Background: an optimization exercise with open tools, aiming at small area. Do not read the settings as production practice. Where RTL was checked, it was by simulation tests only, not by an equivalence proof against the original.

==> tundra <==
==> flow/design.v <==
package trigger_pkg;
    localparam int n_chan          = 5;   
    localparam int trig_num_w      = 24;  
    localparam int timestamp_w     = 44;  
    localparam int trig_type_w     = 3;
    localparam int delay_w         = 16;
    localparam int fifo_depth_log2 = 4;   
    localparam int trig_rec_w      = trig_num_w + trig_type_w + timestamp_w;        
    localparam int acq_rec_w       = 2 * trig_num_w + trig_type_w + n_chan;       
    typedef logic [trig_num_w-1:0]  trig_num_t;
    typedef logic [timestamp_w-1:0] timestamp_t;
    typedef logic [trig_type_w-1:0] trig_type_t;   
    typedef logic [n_chan-1:0]      chan_mask_t;   
    typedef logic [delay_w-1:0]     delay_t;       
    typedef struct packed {
        trig_num_t  trig_num;
        trig_type_t trig_type;
        timestamp_t timestamp;
    } trig_rec_t;
    typedef struct packed {
        trig_num_t  trig_num;
        trig_num_t  event_num;
        trig_type_t trig_type;
        chan_mask_t chan_mask;    
    } acq_rec_t;
    typedef struct packed {
        trig_num_t  trig_num;
        trig_type_t trig_type;
    } acq_req_t;
    typedef struct packed {
        trig_num_t  event_num;
        trig_num_t  trig_num;
        trig_type_t trig_type;
        timestamp_t timestamp;
    } readout_info_t;
    typedef enum logic [2:0] {
        cac_idle,
        cac_delay,       
        cac_fire,        
        cac_wait_done,
        cac_log          
    } cac_state_t;
    typedef enum logic [1:0] {
        tp_idle,
        tp_issue,        
        tp_wait_done
    } tp_state_t;
endpackage
module trigger_top (
    input  logic          ttc_clk,
    input  logic          rst,
    input  logic          rst_trigger_num,         
    input  logic          rst_trigger_timestamp,   
    input  trigger_pkg::trig_num_t     trig_num_preset,    
    input  trigger_pkg::timestamp_t    timestamp_preset,   
    input  logic          ttc_trigger,
    input  trigger_pkg::trig_type_t    trig_type,
    input  trigger_pkg::chan_mask_t    chan_en,
    input  trigger_pkg::delay_t        trig_delay,
    input  trigger_pkg::chan_mask_t    chan_dones,
    output trigger_pkg::chan_mask_t    chan_trig,
    input  logic          readout_ready,
    input  logic          readout_done,
    output logic          initiate_readout,
    output logic          send_empty_event,
    output trigger_pkg::readout_info_t readout_info,
    output trigger_pkg::trig_num_t     trig_num,
    output trigger_pkg::timestamp_t    trig_timestamp,
    output logic          error_trig_rate,
    output logic          error_trig_num,
    output logic          error_trig_type
);
    localparam logic [2:0] C_IDLE  = 3'd0;
    localparam logic [2:0] C_DELAY = 3'd1;
    localparam logic [2:0] C_FIRE  = 3'd2;
    localparam logic [2:0] C_WAIT  = 3'd3;
    localparam logic [2:0] C_LOG   = 3'd4;
    localparam logic [1:0] P_IDLE  = 2'd0;
    localparam logic [1:0] P_ISSUE = 2'd1;
    localparam logic [1:0] P_WAIT  = 2'd2;
    logic [43:0] ts_cnt;
    logic        acq_strobe;
    logic [2:0]  type_q;         
    logic [2:0]  cstate;
    logic [4:0]  mask_q;
    logic [15:0] dcnt;
    logic        x_pos, x_neg;   
    logic [1:0]  pstate;
    logic        empty_q;
    logic [4:0]  nt;             
    logic [3:0]  wp, rp;         
    logic [3:0]  wts, rts;       
    logic [23:0] tn_mem [16];
    logic [23:0] ev_mem [16];
    logic        em_mem [16];
    logic [46:0] ts_mem [15];
    logic        c_idle, c_log, acq_ready, accept, take, full;
    logic [23:0] num_base, inc_in, inc_out, ev_rec;
    assign c_idle    = (cstate == C_IDLE);
    assign c_log     = (cstate == C_LOG);
    assign full      = nt[4];
    assign acq_ready = c_idle && !full && !acq_strobe;
    assign accept    = ttc_trigger && acq_ready;
    assign num_base  = rst_trigger_num ? trig_num_preset : trig_num;
    assign inc_in    = c_log ? trig_num : num_base;
    assign inc_out   = inc_in + 24'd1;
    assign ev_rec    = x_pos ? inc_out : trig_num;
    always_ff @(posedge ttc_clk) begin
        if (rst) begin
            ts_cnt <= '0;
        end else if (rst_trigger_timestamp) begin
            ts_cnt <= timestamp_preset;
        end else begin
            ts_cnt <= ts_cnt + 44'd1;
        end
    end
    always_ff @(posedge ttc_clk) begin
        if (rst) begin
            acq_strobe      <= 1'b0;
            trig_num        <= '0;
            trig_timestamp  <= '0;
            error_trig_rate <= 1'b0;
        end else begin
            acq_strobe <= accept;
            trig_num   <= accept ? inc_out : num_base;
            if (accept) trig_timestamp <= ts_cnt;
            if (ttc_trigger && !acq_ready) error_trig_rate <= 1'b1;
        end
    end
    always_ff @(posedge ttc_clk) begin
        if (accept) type_q <= trig_type;
    end
    logic all_done, to_log, x_zero;
    assign all_done  = ((chan_dones & mask_q) == mask_q);
    assign to_log    = (c_idle && acq_strobe && (chan_en == '0)) ||
                       ((cstate == C_WAIT) && all_done);
    assign chan_trig = (cstate == C_FIRE) ? mask_q : '0;
    assign x_zero    = rst_trigger_num || (!x_pos && !x_neg);
    always_ff @(posedge ttc_clk) begin
        if (rst) begin
            cstate <= C_IDLE;
            x_pos  <= 1'b0;
            x_neg  <= 1'b0;
        end else begin
            x_pos <= to_log ? x_zero : (!accept && !rst_trigger_num && x_pos);
            x_neg <= accept ? x_zero : (!to_log && !rst_trigger_num && x_neg);
            case (cstate)
                C_IDLE: begin
                    if (acq_strobe) begin
                        if (chan_en == '0)          cstate <= C_LOG;
                        else if (trig_delay == '0) cstate <= C_FIRE;
                        else                       cstate <= C_DELAY;
                    end
                end
                C_DELAY: if (dcnt == 16'd1) cstate <= C_FIRE;
                C_FIRE:  cstate <= C_WAIT;
                C_WAIT:  if (all_done) cstate <= C_LOG;
                default: cstate <= C_IDLE;
            endcase
        end
    end
    always_ff @(posedge ttc_clk) begin
        if (c_idle && acq_strobe) begin
            mask_q <= chan_en;
            dcnt   <= trig_delay;
        end else if (cstate == C_DELAY) begin
            dcnt <= dcnt - 16'd1;
        end
    end
    logic        ring_any, save;
    logic [3:0]  wp_prev;
    assign ring_any = (nt > 5'd1) || ((nt == 5'd1) && acq_strobe);
    assign save     = accept && ((nt > 5'd1) || ((nt == 5'd1) && !take));
    assign wp_prev  = wp - 4'd1;
    always_ff @(posedge ttc_clk) begin
        if (rst) begin
            nt  <= '0;
            wp  <= '0;
            rp  <= '0;
            wts <= '0;
            rts <= '0;
        end else begin
            nt <= nt + {4'd0, acq_strobe} - {4'd0, take};
            if (acq_strobe) wp <= wp + 4'd1;
            if (take) rp <= rp + 4'd1;
            if (save) wts <= (wts == 4'd14) ? 4'd0 : wts + 4'd1;
            if (take && ring_any) rts <= (rts == 4'd14) ? 4'd0 : rts + 4'd1;
        end
    end
    always_ff @(posedge ttc_clk) begin
        if (acq_strobe) tn_mem[wp] <= trig_num;
        if (c_log) begin
            ev_mem[wp_prev] <= ev_rec;
            em_mem[wp_prev] <= (mask_q == '0);
        end
        if (save) ts_mem[wts] <= {type_q, trig_timestamp};
    end
    logic [46:0] head_ts;
    logic [15:0] rsel;
    logic [14:0] tsel;
    logic [23:0] head_ev, head_tn;
    logic        head_em;
    assign take     = (pstate == P_IDLE) && readout_ready && (nt > {4'd0, !c_idle});
    assign rsel     = rst ? 16'd0 : (16'd1 << rp);
    assign tsel     = (rst || !ring_any) ? 15'd0 : (15'd1 << rts);
    always_comb begin
        head_ev = '0;
        head_tn = '0;
        head_em = 1'b0;
        head_ts = (rst || ring_any) ? 47'd0 : {type_q, trig_timestamp};
        for (int i = 0; i < 16; i++) begin
            head_ev = head_ev | ({24{rsel[i]}} & ev_mem[i]);
            head_tn = head_tn | ({24{rsel[i]}} & tn_mem[i]);
            head_em = head_em | (rsel[i] & em_mem[i]);
        end
        for (int i = 0; i < 15; i++) begin
            head_ts = head_ts | ({47{tsel[i]}} & ts_mem[i]);
        end
    end
    assign initiate_readout = (pstate == P_ISSUE) && !empty_q;
    assign send_empty_event = (pstate == P_ISSUE) && empty_q;
    assign error_trig_num   = 1'b0;
    assign error_trig_type  = 1'b0;
    always_ff @(posedge ttc_clk) begin
        if (rst || take) begin
            readout_info <= {head_ev, head_tn, head_ts};
            empty_q      <= head_em;
        end
    end
    always_ff @(posedge ttc_clk) begin
        if (rst) begin
            pstate <= P_IDLE;
        end else begin
            case (pstate)
                P_IDLE: if (take) pstate <= P_ISSUE;
                P_ISSUE: pstate <= readout_done ? P_IDLE : P_WAIT;
                P_WAIT:  if (readout_done) pstate <= P_IDLE;
                default: pstate <= P_IDLE;
            endcase
        end
    end
endmodule
==> flow/run.sh <==
#!/bin/bash
# synth_recipe.tcl (not shown) runs the flow's synth.tcl, then flattens the netlist and writes it again
# the make line also repeats each setting of config.mk as NAME=value (left out here)
make -C /OpenROAD-flow-scripts/flow DESIGN_CONFIG=/design/flow/config.mk WORK_HOME=/design/flow/orfs CLKGATE_MAP_FILE= SYNTH_SCRIPT=/design/flow/synth_recipe.tcl finish
==> flow/config.mk <==
export PLATFORM = sky130hd
export DESIGN_NAME = trigger_top
export DESIGN_NICKNAME = trigger_top
export VERILOG_FILES = /design/flow/design.v
export SDC_FILE = /design/flow/constraint.sdc
export NUM_CORES = 4
export LEC_CHECK = 0
export CAP_MARGIN = 20
export CORE_MARGIN = 2
export CORE_UTILIZATION = 65
export CTS_CLUSTER_DIAMETER = 100
export CTS_CLUSTER_SIZE = 30
export SLEW_MARGIN = 20
==> flow/constraint.sdc <==
create_clock -name core_clock -period 5.0 [get_ports {ttc_clk}]
set_input_delay 1.0000 -clock core_clock [delete_from_list [all_inputs] [get_ports {ttc_clk}]]
set_output_delay 1.0000 -clock core_clock [all_outputs]
set_load 0.01 [all_outputs]
==> willow: changes against tundra <==
--- a/flow/design.v
+++ b/flow/design.v
@@ -203,4 +203,4 @@
     assign take     = (pstate == P_IDLE) && readout_ready && (nt > {4'd0, !c_idle});
-    assign rsel     = rst ? 16'd0 : (16'd1 << rp);
-    assign tsel     = (rst || !ring_any) ? 15'd0 : (15'd1 << rts);
+    assign rsel     = 16'd1 << rp;
+    assign tsel     = ring_any ? (15'd1 << rts) : 15'd0;
     always_comb begin
@@ -209,3 +209,3 @@
         head_em = 1'b0;
-        head_ts = (rst || ring_any) ? 47'd0 : {type_q, trig_timestamp};
+        head_ts = ring_any ? 47'd0 : {type_q, trig_timestamp};
         for (int i = 0; i < 16; i++) begin
@@ -224,13 +224,15 @@
     always_ff @(posedge ttc_clk) begin
-        if (rst || take) begin
-            readout_info <= {head_ev, head_tn, head_ts};
-            empty_q      <= head_em;
-        end
-    end
-    always_ff @(posedge ttc_clk) begin
-        if (rst) begin
-            pstate <= P_IDLE;
+        if (rst) begin
+            pstate       <= P_IDLE;
+            empty_q      <= 1'b0;
+            readout_info <= '0;
         end else begin
             case (pstate)
-                P_IDLE: if (take) pstate <= P_ISSUE;
+                P_IDLE: begin
+                    if (take) begin
+                        readout_info <= {head_ev, head_tn, head_ts};
+                        empty_q      <= head_em;
+                        pstate       <= P_ISSUE;
+                    end
+                end
                 P_ISSUE: pstate <= readout_done ? P_IDLE : P_WAIT;
--- a/flow/config.mk
+++ b/flow/config.mk
@@ -9,5 +9,3 @@
 export CORE_MARGIN = 2
-export CORE_UTILIZATION = 65
-export CTS_CLUSTER_DIAMETER = 100
-export CTS_CLUSTER_SIZE = 30
+export CORE_UTILIZATION = 40
 export SLEW_MARGIN = 20
==> umber: changes against tundra <==
==> flow/flow/run.sh (new file) <==
#!/bin/bash
# Own layout flow: the standard flow, with two changes that only affect how the layout is
# built: ABC maps the logic with an area-recovering script (the registers, mapped by dfflibmap
# before ABC, are untouched), the port buffers use the smallest buffer cell, and clock tree synthesis adds no dummy loads.
set -euo pipefail
W=$(pwd)

# synthesis: the standard flow's own synthesis script; only the ABC script it reads is different
rm -rf "$W/syn_scripts"
cp -r "$FLOW_HOME/scripts" "$W/syn_scripts"
cp "$W/flow/abc_area.script" "$W/syn_scripts/abc_speed.script"
bash standard.sh SCRIPTS_DIR="$W/syn_scripts" synth > "$W/synth.log" 2>&1

# the rest of the standard flow
cat >> "$W/config.mk" <<'EOC'
export BUFFER_PORTS_ARGS = -buffer_cell sky130_fd_sc_hd__buf_1
export CTS_ARGS = -sink_clustering_enable -repair_clock_nets -sink_clustering_size 25 -sink_clustering_max_diameter 100 -dont_use_dummy_load
EOC
bash standard.sh > "$W/layout.log" 2>&1
==> flow/flow/abc_area.script (new file) <==
&get -n
&st
&syn2
&dch -f
&nf -a -R 1000
&st
&dch -f
&nf -a -R 1000
&put
==> flow/standard.sh (new file) <==
#!/bin/bash
# synth_recipe.tcl (not shown) runs the flow's synth.tcl, then flattens the netlist and writes it again
# the make line also repeats each setting of config.mk as NAME=value (left out here)
make -C /OpenROAD-flow-scripts/flow DESIGN_CONFIG=/design/flow/config.mk WORK_HOME=/design/flow/orfs CLKGATE_MAP_FILE= SYNTH_SCRIPT=/design/flow/synth_recipe.tcl "${@:-finish}"
--- a/flow/config.mk
+++ b/flow/config.mk
@@ -7,7 +7,9 @@
 export LEC_CHECK = 0
-export CAP_MARGIN = 20
+export CAP_MARGIN = 5
 export CORE_MARGIN = 2
-export CORE_UTILIZATION = 65
+export CORE_UTILIZATION = 70
 export CTS_CLUSTER_DIAMETER = 100
-export CTS_CLUSTER_SIZE = 30
-export SLEW_MARGIN = 20
+export CTS_CLUSTER_SIZE = 25
+export SLEW_MARGIN = 5
+export BUFFER_PORTS_ARGS = -buffer_cell sky130_fd_sc_hd__buf_1
+export CTS_ARGS = -sink_clustering_enable -repair_clock_nets -sink_clustering_size 25 -sink_clustering_max_diameter 100 -dont_use_dummy_load
removed: flow/run.sh
==> out/metrics.csv <==
metric,value,unit
multi_input_area,14900,sq um
grt_pass1_wl,275,mm
outcome,"complete, no violations",
insertion_delay,0.71,ns
min_from,ts_cnt[43],
layout_min_cycle_time,4.35,ns
the above is filed under tundra

==> out/metrics.csv <==
metric,value,unit
multi_input_area,12300,sq um
tightest_slew,1.30,ns
min_from,pstate[1],
grt_pass1_wl,247,mm
peakVddDrop,0.000372,V
layout_min_cycle_time,4.62,ns
insertion_delay,0.68,ns
outcome,"complete, no violations",
the above is filed under umber

==> out/metrics.csv <==
metric,value,unit
outcome,"complete, no violations",
layout_min_cycle_time,4.34,ns
insertion_delay,0.85,ns
slowest_stage,nor2_4,
grt_pass1_wl,322,mm
multi_input_area,17300,sq um
the above is filed under willow

No functional check of the RTL was part of willow.

[port drivers added, routing unchanged]
Ports are ideal in the flow. The routed layouts listed here were re-timed in OpenROAD.
Step 1, drivers: a clkbuf_16 drives ttc_clk and a buf_2 each remaining input, both assumed.
Step 2 times the ports against the registers' clock, not the clock port: input delays grow and output delays shrink by t, the midpoint of the rising clock arrivals with the driver on.
Slacks: ideal / step 1 / step 2; pairs: ideal / step 1.
run | t, ns | setup slack, ns | clock arrival spread, ns | worst register clock-pin slew, ns | worst slew at a driven data input, ns
tundra | 0.766 | 0.649 / 0.649 / 0.649 | 0.041 / 0.041 | 0.12 / 0.12 | 0.05
willow | 0.913 | 0.663 / 0.663 / 0.400 | 0.076 / 0.076 | 0.07 / 0.07 | 0.10
umber | 0.730 | 0.376 / 0.376 / 0.332 | 0.057 / 0.057 | 0.10 / 0.10 | 0.14
After both steps setup and hold are still met in every run listed. For willow, which loses most, drivers alone change the setup slack by 0.000 ns; drivers and shift together by -0.263 ns.
